Context: an optimization exercise on an open-source flow, tuned for small area. The choices shown serve that exercise and are no tape-out recipe. Function was checked by simulation only, so behaviour that the tests miss may differ from the original. Power and IR drop assume default switching activity.

==> job 4719: inputs <==
// pipeTop
module pipeTop
(
	input  logic        CLK,
	input  logic        RSTB,
	input  logic        PSEL,
	input  logic        PENABLE,
	input  logic        PWRITE,
	input  logic [11:0] PADDR,
	input  logic [31:0] PWDATA,
	output logic [31:0] PRDATA,
	output logic        PREADY,
	output logic        PSLVERR
);
	logic [5:0]      ph;
	logic [3:0]      slotHi;
	logic [1:0]      wrPoint;
	logic            running;
	logic            pcDone;
	logic            runStart;
	logic            runEnd;
	logic            execOn;
	logic            regWe;
	logic [1:0]      regWdata;
	logic            imemWe;
	logic [3:0]      imemPointWe;
	pipePkg::sInstrT imemWdata;
	pipePkg::sInstrT tapInstr;
	pipePkg::sInstrT nextInstr;
	pipePkg::sInstrT nextInstrD;
	pipePkg::sInstrT curInstr;
	logic [1:0]      rfBits;
	logic [1:0]      sum;
	logic            rfWe;
	logic [3:0]      rfRdIdx;
	logic [3:0]      rfWrIdx;
	logic [1:0]      rfWbits;
	always_ff @(posedge CLK or negedge RSTB)
	begin
		if (!RSTB)
			ph <= '0;
		else
			ph <= ph + 6'd1;
	end
	always_ff @(posedge CLK)
	begin
		if (runStart)
			slotHi <= 4'd15;
		else if (ph == 6'd63)
			slotHi <= slotHi + 4'd1;
	end
	assign runEnd = running & slotHi[3] & ~slotHi[0] & (ph == 6'd7);
	assign execOn = running & (slotHi != 4'd15) & ((slotHi != 4'd0) | (ph[5:3] != 3'd0));
	always_ff @(posedge CLK or negedge RSTB)
	begin
		if (!RSTB)
		begin
			running <= 1'b0;
			pcDone  <= 1'b0;
		end
		else
		begin
  ...
==> module apbHostPort, before the edit <==
module apbHostPort
(
	input  logic        CLK,
	input  logic        PSEL,
	input  logic        PWRITE,
	input  logic [11:0] PADDR,
	input  logic [31:0] PWDATA,
	input  logic [5:0]  ph,
	input  logic        running,
	input  logic        pcDone,
	input  logic [1:0]  rfBits,
	output logic [31:0] PRDATA,
	output logic        PREADY,
	output logic        PSLVERR,
	output logic        regWe,
	output logic [1:0]  regWdata,
	output logic        imemWe,
	output logic        runStart
);
	logic       inImem;
	logic       inReg;
	logic       isCtrl;
	logic       isPc;
	logic       imemHit;
	logic       rdy;
	logic       done;
	logic       turn;
	logic [2:0] bph;
	logic [7:0] rdq [2];
	logic [1:0] rdIn;
	assign bph = ph[2:0];
	assign inImem = PADDR[11:8] == 4'h0;
	assign inReg  = PADDR[11:6] == 6'b000100;
	assign isCtrl = PADDR[11:2] == 10'h080;
	assign isPc   = PADDR[11:2] == 10'h081;
	assign PSLVERR = ~(inImem | inReg | isCtrl | (isPc & ~PWRITE));
	assign imemHit = ph[3:0] == {PADDR[2], PADDR[7:5]};
	always_comb
	begin
		if (PWRITE)
		begin
			if (inReg)
				rdy = (bph == 3'd7) & turn;
			else if (inImem)
				rdy = imemHit;
			else
				rdy = 1'b1;
		end
		else
			rdy = (bph == 3'd0) & turn;
	end
	assign PREADY = rdy;
	assign done   = PSEL & rdy;
	always_ff @(posedge CLK)
		turn <= PSEL & ~done & (turn | (bph == 3'd0));
	assign regWe    = PSEL & PWRITE & inReg;
	assign regWdata = PWDATA[2 * bph +: 2];
	assign imemWe   = done & PWRITE & inImem;
	assign runStart = done & PWRITE & isCtrl & PWDATA[0] & ~running;
	assign rdIn[0] = inReg ? rfBits[0]
		: (isCtrl & running & (bph == 3'd0)) | (isPc & pcDone & (bph == 3'd3));
	assign rdIn[1] = inReg & rfBits[1];
	for (genvar l = 0; l < 2; l++) begin : lane
		always_ff @(posedge CLK)
			rdq[l] <= {rdIn[l], rdq[l][7:1]};
		for (genvar k = 0; k < 8; k++) begin : bitk
			assign PRDATA[2 * k + l] = rdq[l][k];
		end
	end
	assign PRDATA[31:16] = '0;
endmodule
==> module pipeTop, before the edit <==
module pipeTop
(
	input  logic        CLK,
	input  logic        RSTB,
	input  logic        PSEL,
	input  logic        PENABLE,
	input  logic        PWRITE,
	input  logic [11:0] PADDR,
	input  logic [31:0] PWDATA,
	output logic [31:0] PRDATA,
	output logic        PREADY,
	output logic        PSLVERR
);
	logic [5:0]      ph;
	logic [3:0]      slotHi;
	logic [1:0]      wrPoint;
	logic            running;
	logic            pcDone;
	logic            runStart;
	logic            runEnd;
	logic            execOn;
	logic            regWe;
	logic [1:0]      regWdata;
	logic            imemWe;
	logic [3:0]      imemPointWe;
	pipePkg::sInstrT imemWdata;
	pipePkg::sInstrT tapInstr;
	pipePkg::sInstrT nextInstr;
	pipePkg::sInstrT nextInstrD;
	pipePkg::sInstrT curInstr;
	logic [1:0]      rfBits;
	logic [1:0]      sum;
	logic            rfWe;
	logic [3:0]      rfRdIdx;
	logic [3:0]      rfWrIdx;
	logic [1:0]      rfWbits;
	always_ff @(posedge CLK or negedge RSTB)
	begin
		if (!RSTB)
			ph <= '0;
		else
			ph <= ph + 6'd1;
	end
	always_ff @(posedge CLK)
	begin
		if (runStart)
			slotHi <= 4'd15;
		else if (ph == 6'd63)
			slotHi <= slotHi + 4'd1;
	end
	assign runEnd = running & slotHi[3] & ~slotHi[0] & (ph == 6'd7);
	assign execOn = running & (slotHi != 4'd15) & ((slotHi != 4'd0) | (ph[5:3] != 3'd0));
	always_ff @(posedge CLK or negedge RSTB)
	begin
		if (!RSTB)
		begin
			running <= 1'b0;
			pcDone  <= 1'b0;
		end
		else
		begin
			if (runStart)
				running <= 1'b1;
			else if (runEnd)
				running <= 1'b0;
			if (runEnd)
				pcDone <= 1'b1;
		end
	end
	apbHostPort u_apbHostPort (
		.CLK, .PSEL, .PWRITE, .PADDR, .PWDATA,
		.ph, .running, .pcDone, .rfBits,
		.PRDATA, .PREADY, .PSLVERR,
		.regWe, .regWdata, .imemWe, .runStart
	);
	subtractStage u_subtractStage (.word(PWDATA), .sInstr(imemWdata));
	assign wrPoint = ph[5:4] - PADDR[4:3];
	for (genvar k = 0; k < 4; k++) begin : pwe
		assign imemPointWe[k] = imemWe & (wrPoint == 2'(k));
	end
	instrFetch u_instrFetch (
		.CLK, .wrPointEn(imemPointWe), .wrData(imemWdata), .rdData(tapInstr)
	);
	assign nextInstrD = (ph[2:0] == slotHi[2:0]) ? tapInstr : nextInstr;
	always_ff @(posedge CLK)
	begin
		nextInstr <= nextInstrD;
		if (ph[2:0] == 3'd7)
			curInstr <= nextInstrD;
	end
	addStage u_addStage (
		.CLK, .op(curInstr[9:8]), .bph(ph[2:0]), .x(rfBits), .sum
	);
	assign rfRdIdx = running ? curInstr[3:0] : PADDR[5:2];
	assign rfWrIdx = running ? curInstr[7:4] : PADDR[5:2];
	assign rfWe    = running ? execOn : regWe;
	assign rfWbits = running ? sum : regWdata;
	decodeRegFile u_decodeRegFile (
		.CLK, .rdIdx(rfRdIdx), .we(rfWe), .wrIdx(rfWrIdx), .wrBits(rfWbits), .rdBits(rfBits)
	);
endmodule
Settings: LEC_CHECK=0, ABC_AREA=1, CAP_MARGIN=20, CORE_MARGIN=2, CORE_UTILIZATION=65, SLEW_MARGIN=20; clock period 5.0 ns.
standard.sh (not shown) runs the stock make flow with config.mk's settings and CLKGATE_MAP_FILE= SYNTH_SCRIPT=/design/flow/synth_recipe.tcl, a recipe that flattens the netlist after the stock synthesis.
==> flow/flow/run.sh <==
#!/bin/bash
# The standard layout with four changes:
#  - after the standard synthesis, the gates between the registers are
#    re-mapped by Yosys/ABC for area (registers untouched, see remap.ys);
#  - the constant-zero outputs PRDATA[31:16] share one tie cell
#    (remap.ys maps them to one, and the tie fanout repair is skipped);
#  - clock tree synthesis without dummy loads, with the leaf clusters of
#    flow/cts_args.txt;
#  - port buffers of the smallest buffer.
# Each tool's output goes to its own log in this folder.
set -euo pipefail
export CTS_ARGS="-sink_clustering_enable -repair_clock_nets -dont_use_dummy_load $(cat flow/cts_args.txt)"
export BUFFER_PORTS_ARGS="-buffer_cell sky130_fd_sc_hd__buf_1"
export SKIP_REPAIR_TIE_FANOUT=1
R=orfs/results/${FLOW_PLATFORM}/pipeTop/base
LIB=${FLOW_HOME}/platforms/${FLOW_PLATFORM}/lib/sky130_fd_sc_hd__tt_025C_1v80.lib
YOSYS=yosys
if [[ -x ${FLOW_HOME}/../tools/install/yosys/bin/yosys ]]; then YOSYS=${FLOW_HOME}/../tools/install/yosys/bin/yosys; fi
bash standard.sh synth > standard_synth.log 2>&1
cp $R/1_2_yosys.v standard_netlist.v
sed -e "s|@LIB@|$LIB|g" -e "s|@IN@|$PWD/standard_netlist.v|" -e "s|@OUT@|$PWD/remapped.v|" flow/remap.ys > remap_run.ys
$YOSYS -q -s remap_run.ys -l remap_yosys.log > /dev/null 2>&1
cp remapped.v $R/1_2_yosys.v
rm -f $R/1_synth.odb $R/1_synth.sdc
bash standard.sh > standard_flow.log 2>&1
==> flow/flow/cts_args.txt <==
-buf_list sky130_fd_sc_hd__clkbuf_8 -sink_clustering_size 21 -sink_clustering_max_diameter 60
==> flow/flow/remap.ys <==
# Re-map the combinational logic of the standard synthesis netlist for area.
# Flip-flop cells stay as they are (kept as black boxes), so every register
# keeps its name and cell type; only the gates between them are re-mapped.
read_liberty -ignore_miss_func @LIB@
blackbox sky130_fd_sc_hd__dfxtp_1 sky130_fd_sc_hd__edfxtp_1 sky130_fd_sc_hd__dfrtp_1 sky130_fd_sc_hd__dfstp_1 sky130_fd_sc_hd__dfxbp_1 sky130_fd_sc_hd__dfrbp_1
read_verilog @IN@
hierarchy -top pipeTop
flatten
opt -purge
abc -liberty @LIB@ -dont_use sky130_fd_sc_hd__lpflow_bleeder_1 -dont_use sky130_fd_sc_hd__lpflow_clkbufkapwr_1 -dont_use sky130_fd_sc_hd__lpflow_clkbufkapwr_16 -dont_use sky130_fd_sc_hd__lpflow_clkbufkapwr_2 -dont_use sky130_fd_sc_hd__lpflow_clkbufkapwr_4 -dont_use sky130_fd_sc_hd__lpflow_clkbufkapwr_8 -dont_use sky130_fd_sc_hd__lpflow_clkinvkapwr_1 -dont_use sky130_fd_sc_hd__lpflow_clkinvkapwr_16 -dont_use sky130_fd_sc_hd__lpflow_clkinvkapwr_2 -dont_use sky130_fd_sc_hd__lpflow_clkinvkapwr_4 -dont_use sky130_fd_sc_hd__lpflow_clkinvkapwr_8 -dont_use sky130_fd_sc_hd__lpflow_decapkapwr_12 -dont_use sky130_fd_sc_hd__lpflow_decapkapwr_3 -dont_use sky130_fd_sc_hd__lpflow_decapkapwr_4 -dont_use sky130_fd_sc_hd__lpflow_decapkapwr_6 -dont_use sky130_fd_sc_hd__lpflow_decapkapwr_8 -dont_use sky130_fd_sc_hd__lpflow_inputiso0n_1 -dont_use sky130_fd_sc_hd__lpflow_inputiso0p_1 -dont_use sky130_fd_sc_hd__lpflow_inputiso1n_1 -dont_use sky130_fd_sc_hd__lpflow_inputiso1p_1 -dont_use sky130_fd_sc_hd__lpflow_inputisolatch_1 -dont_use sky130_fd_sc_hd__lpflow_isobufsrc_1 -dont_use sky130_fd_sc_hd__lpflow_isobufsrc_16 -dont_use sky130_fd_sc_hd__lpflow_isobufsrc_2 -dont_use sky130_fd_sc_hd__lpflow_isobufsrc_4 -dont_use sky130_fd_sc_hd__lpflow_isobufsrc_8 -dont_use sky130_fd_sc_hd__lpflow_isobufsrckapwr_16 -dont_use sky130_fd_sc_hd__lpflow_lsbuf_lh_hl_isowell_tap_1 -dont_use sky130_fd_sc_hd__lpflow_lsbuf_lh_hl_isowell_tap_2 -dont_use sky130_fd_sc_hd__lpflow_lsbuf_lh_hl_isowell_tap_4 -dont_use sky130_fd_sc_hd__lpflow_lsbuf_lh_isowell_4 -dont_use sky130_fd_sc_hd__lpflow_lsbuf_lh_isowell_tap_1 -dont_use sky130_fd_sc_hd__lpflow_lsbuf_lh_isowell_tap_2 -dont_use sky130_fd_sc_hd__lpflow_lsbuf_lh_isowell_tap_4 -dont_use sky130_fd_sc_hd__probe_p_8 -dont_use sky130_fd_sc_hd__probec_p_8  -script "+strash;dch;map -a;"
opt_clean -purge
hilomap -singleton -hicell sky130_fd_sc_hd__conb_1 HI -locell sky130_fd_sc_hd__conb_1 LO
opt_clean -purge

opt_clean -purge
stat -liberty @LIB@
write_verilog -noattr -noexpr -nohex -nodec @OUT@
==> inputs of job 2451, as changes to job 4719 <==
--- a/flow/design.v
+++ b/flow/design.v
@@ -10,2 +10,3 @@
 	input  logic        PSEL,
+	input  logic        PENABLE,
 	input  logic        PWRITE,
@@ -58,3 +59,3 @@
 	assign PREADY = rdy;
-	assign done   = PSEL & rdy;
+	assign done   = PSEL & PENABLE & rdy;
 	always_ff @(posedge CLK)
@@ -217,3 +218,3 @@
 	apbHostPort u_apbHostPort (
-		.CLK, .PSEL, .PWRITE, .PADDR, .PWDATA,
+		.CLK, .PSEL, .PENABLE, .PWRITE, .PADDR, .PWDATA,
 		.ph, .running, .pcDone, .rfBits,
==> flow/run.sh (new file) <==
#!/bin/bash
# synth_recipe.tcl (not shown) runs the flow's synth.tcl, then flattens the netlist and writes it again
# the make line also repeats each setting of config.mk as NAME=value (left out here)
make -C /OpenROAD-flow-scripts/flow DESIGN_CONFIG=/design/flow/config.mk WORK_HOME=/design/flow/orfs CLKGATE_MAP_FILE= SYNTH_SCRIPT=/design/flow/synth_recipe.tcl finish
Settings changed: CORE_UTILIZATION 65 to 40, CTS_BUF_LIST set to sky130_fd_sc_hd__clkbuf_8, CTS_CLUSTER_DIAMETER set to 60, CTS_CLUSTER_SIZE set to 20.
removed: flow/flow/run.sh
removed: flow/flow/cts_args.txt
removed: flow/flow/remap.ys
removed: flow/standard.sh
==> inputs of job 8018, as changes to job 4719 <==
--- a/flow/flow/run.sh
+++ b/flow/flow/run.sh
@@ -1,9 +1,6 @@
 #!/bin/bash
-# The standard layout with four changes:
+# The standard layout with three changes:
 #  - after the standard synthesis, the gates between the registers are
 #    re-mapped by Yosys/ABC for area (registers untouched, see remap.ys);
-#  - the constant-zero outputs PRDATA[31:16] share one tie cell
-#    (remap.ys maps them to one, and the tie fanout repair is skipped);
-#  - clock tree synthesis without dummy loads, with the leaf clusters of
-#    flow/cts_args.txt;
+#  - clock tree synthesis without dummy loads;
 #  - port buffers of the smallest buffer.
@@ -13,3 +10,2 @@
 export BUFFER_PORTS_ARGS="-buffer_cell sky130_fd_sc_hd__buf_1"
-export SKIP_REPAIR_TIE_FANOUT=1
 R=orfs/results/${FLOW_PLATFORM}/pipeTop/base
==> flow/flow/cts_args.txt (replaced) <==
-buf_list sky130_fd_sc_hd__clkbuf_16 -sink_clustering_size 36 -sink_clustering_max_diameter 45
--- a/flow/flow/remap.ys
+++ b/flow/flow/remap.ys
@@ -11,5 +11,5 @@
 opt_clean -purge
-hilomap -singleton -hicell sky130_fd_sc_hd__conb_1 HI -locell sky130_fd_sc_hd__conb_1 LO
+hilomap -hicell sky130_fd_sc_hd__conb_1 HI -locell sky130_fd_sc_hd__conb_1 LO
 opt_clean -purge
-
+insbuf -buf sky130_fd_sc_hd__buf_4 A X
 opt_clean -purge
Settings changed: CORE_UTILIZATION 65 to 55.
==> inputs of job 2405, as changes to job 4719 <==
--- a/flow/flow/run.sh
+++ b/flow/flow/run.sh
@@ -1,9 +1,6 @@
 #!/bin/bash
-# The standard layout with four changes:
+# The standard layout with three changes:
 #  - after the standard synthesis, the gates between the registers are
 #    re-mapped by Yosys/ABC for area (registers untouched, see remap.ys);
-#  - the constant-zero outputs PRDATA[31:16] share one tie cell
-#    (remap.ys maps them to one, and the tie fanout repair is skipped);
-#  - clock tree synthesis without dummy loads, with the leaf clusters of
-#    flow/cts_args.txt;
+#  - clock tree synthesis without dummy loads;
 #  - port buffers of the smallest buffer.
Settings changed: CORE_UTILIZATION 65 to 55.
==> qor.csv <==
stage;metric;value;unit
outcome;status;finished clean;
sta;fin_skew;0.0567;ns
clock_tree;clk_pin_slew_worst_paths;0.12;ns
grt;grt_pass1_wl;44.9;mm
final_layout;finalInstanceArea;23300;um2
route;met2_length;11.9;mm
-- figures above: job 8018

==> qor.csv <==
stage;metric;value;unit
grt;grt_pass1_wl;44.8;mm
final_layout;finalInstanceArea;22700;um2
setup_path;cp_num_buf_inv;4;
clock_tree;clk_pin_slew_worst_paths;0.11;ns
power_and_ir_drop;pwr-share-clk;27.7;%
outcome;status;finished clean;
floorplan;dieArea;39900;um2
-- figures above: job 2405

==> qor.csv <==
stage;metric;value;unit
route;met2_length;12.3;mm
sta;fin_skew;0.0514;ns
power_and_ir_drop;pg_seq;7560;uW
grt;grt_pass1_wl;49.7;mm
outcome;status;finished clean;
placed_design;dpl.cell_count;2230;
final_layout;finalInstanceArea;23900;um2
-- figures above: job 2451

==> qor.csv <==
stage;metric;value;unit
clock_tree;clk_latency;0.65;ns
final_layout;finalInstanceArea;22600;um2
outcome;status;finished clean;
clock_tree;clk_pin_slew_worst_paths;0.12;ns
sta;fin_skew;0.0708;ns
floorplan;io_pins;83;
final_layout;regMostFlops;u_instrFetch.ring;
-- figures above: job 4719

[port drivers added, routing unchanged]
No port has a modelled driver above. Below, the same layouts with a new extraction and two added sets of constraints. Step 1, drivers: a clkbuf_16 drives CLK and a buf_2 each remaining input, both assumed. Step 2 moves the port delays by t, midway between the first and last clock arrival at a register: inputs arrive t later, outputs are due t later. That takes back most of the time a late clock gives input paths. Three values: ideal, step 1, step 2; two values: the first two.
run	shift t [ns]	setup WS [ns]	clock arrival spread, ns
job 4719	0.653	0.982 / 0.936 / 0.901	0.086 / 0.086
job 2451	0.704	0.673 / 0.627 / 0.489	0.062 / 0.062
job 8018	0.635	1.045 / 0.995 / 0.870	0.057 / 0.057
job 2405	0.677	0.966 / 0.918 / 0.834	0.056 / 0.056
After both steps setup and hold are still met in every run listed. For job 2451, which loses most, drivers alone change the setup slack by -0.046 ns; drivers and shift together by -0.184 ns.
